From an optimization exercise on the open Yosys and OpenROAD flow, aimed at small area; shortcuts taken in it are not production practice.
At most, simulation tests tie the RTL to the original design; equivalence was not proved.
Power is estimated from default activity; no workload was simulated.

## indigo
## multicycle_datapath
module multicycle_datapath
#(
  parameter int                DATA_W   = 32,
  parameter int                ADDR_W   = 32,
  parameter logic [ADDR_W-1:0] RESET_PC = '0
) (
  input  logic              clk,
  input  logic              reset,
  output logic [ADDR_W-1:0] imem_addr,
  input  logic [31:0]       imem_rdata,
  output logic [ADDR_W-1:0] dmem_addr,
  output logic [DATA_W-1:0] dmem_wdata,
  output logic              dmem_rd,
  output logic              dmem_wr,
  input  logic [DATA_W-1:0] dmem_rdata,
  input  logic              dmem_ready,
  output logic [DATA_W-1:0] Dout,
  output logic [3:0]        flags,
  output logic              illegal
);
For scale: roughly 3,100 cells after synthesis, ~1,100 flip-flops, ~200 I/O pins, roughly 46,000 um2 of cells after synthesis.
==> module mc_add, before the edit <==
module mc_add
#(
  parameter int N = 32
) (
  input  logic [N-1:0] a,
  input  logic [N-1:0] b,
  input  logic         ci,
  output logic [N-1:0] s,
  output logic         co
);
  localparam int L = (N > 32) ? 6 : (N > 16) ? 5 : (N > 8) ? 4 : (N > 4) ? 3 : (N > 2) ? 2 : 1;
  logic [N-1:0] p;
  logic [N-1:0] g;
  logic [N-1:0] gl [0:L];
  logic [N-1:0] pl [0:L];
  logic [N:0]   c;
  always_comb begin
    p = a ^ b;
    g = a & b;
    gl[0] = g;
    pl[0] = p;
    gl[0][0] = g[0] | (p[0] & ci);
    for (int l = 1; l <= L; l++) begin
      gl[l] = gl[l-1];
      pl[l] = pl[l-1];
      for (int i = 0; i < N; i++)
        if (((i + 1) % (1 << l)) == 0) begin
          gl[l][i] = gl[l-1][i] | (pl[l-1][i] & gl[l-1][i - (1 << (l-1))]);
          pl[l][i] = pl[l-1][i] & pl[l-1][i - (1 << (l-1))];
        end
    end
    c[0] = ci;
    for (int i = 0; i < N; i++) begin
      logic gg;
      int   k;
      gg = 1'b0;
      k  = 0;
      for (int l = L; l >= 0; l--) begin
        if ((((i + 1) >> l) & 1) == 1) begin
          gg = gl[l][k + (1 << l) - 1] | (pl[l][k + (1 << l) - 1] & gg);
          k  = k + (1 << l);
        end
      end
      c[i+1] = gg;
    end
    s  = p ^ c[N-1:0];
    co = c[N];
  end
endmodule
==> flow/config.mk <==
export PLATFORM = sky130hd
export DESIGN_NAME = multicycle_datapath
export DESIGN_NICKNAME = multicycle_datapath
export VERILOG_FILES = /design/flow/design.v
export SDC_FILE = /design/flow/constraint.sdc
export NUM_CORES = 4
export LEC_CHECK = 0
export CAP_MARGIN = 20
export CORE_MARGIN = 2
export CORE_UTILIZATION = 40
export SLEW_MARGIN = 20
export SYNTH_HIERARCHICAL = 1
==> flow/constraint.sdc <==
create_clock -name core_clock -period 10.0 [get_ports {clk}]
set_input_delay 2.0000 -clock core_clock [delete_from_list [all_inputs] [get_ports {clk}]]
set_output_delay 2.0000 -clock core_clock [all_outputs]
set_load 0.01 [all_outputs]
run.sh (not shown) runs the stock make flow with config.mk's settings and CLKGATE_MAP_FILE= SYNTH_SCRIPT=/design/flow/synth_recipe.tcl, a recipe that flattens the netlist after the stock synthesis.
indigo reached the final stage; the timing, DRC and antenna checks on its layout passed.
> inputs changed (indigo -> onyx)
--- a/flow/design.v
+++ b/flow/design.v
@@ -37,11 +37,11 @@
   input  logic [N-1:0] b,
   input  logic         ci,
   output logic [N-1:0] s,
   output logic         co
 );
-  localparam int L = (N > 32) ? 6 : (N > 16) ? 5 : (N > 8) ? 4 : (N > 4) ? 3 : (N > 2) ? 2 : 1;
+  localparam int L = $clog2(N);
   logic [N-1:0] p;
   logic [N-1:0] g;
   logic [N-1:0] gl [0:L];
   logic [N-1:0] pl [0:L];
   logic [N:0]   c;
==> summary.txt <==
indigo -> onyx: overall overflow remaining after global route delta 0, exact match
Final critical-path share of the clock period came out exactly the same in indigo and onyx.
Changes observed in onyx relative to indigo: non-clock buffer count comparable, count of flip-flops with a built-in enable after synthesis held, number of tap cells added at floorplan closely matched the old numbers.
Between indigo and onyx, the difference in share of the core filled with cells is negligible.
Maximum count of clock buffers along a single path: onyx vs indigo identical
onyx vs. indigo: met2 global-route usage closely matched the old numbers; smallest hold slack closely matched the old numbers; switching portion of total power closely matched the old numbers; largest voltage drop on the vdd net closely matched the old numbers; synthesized netlist cell count closely matched the old numbers.
Function not checked in onyx: the RTL went through the layout flow alone.

[static timing again, ports no longer ideal]
How much do the figures lean on ideal ports? The routed layouts below were timed once more, with nothing changed but the port constraints. Step 1 assumes that a clkbuf_16 drives the clock port and a buf_2 every other input. Step 2 also shifts input and output timing later by t, the mid clock arrival at the registers, as if the neighbouring blocks saw the same clock. Three values: ideal, step 1, step 2; two values: the first two.
run | shift t [ns] | setup slack, ns | worst hold slack (ns) | clock arrival spread, ns | pins driven straight from the clock port
indigo | 0.757 | 0.594 / 0.594 / 0.594 | 0.457 / 0.457 / 0.457 | 0.039 / 0.040 | 1
onyx | 0.757 | 0.594 / 0.594 / 0.594 | 0.457 / 0.457 / 0.457 | 0.039 / 0.040 | 1
After both steps setup and hold are still met in every run listed.
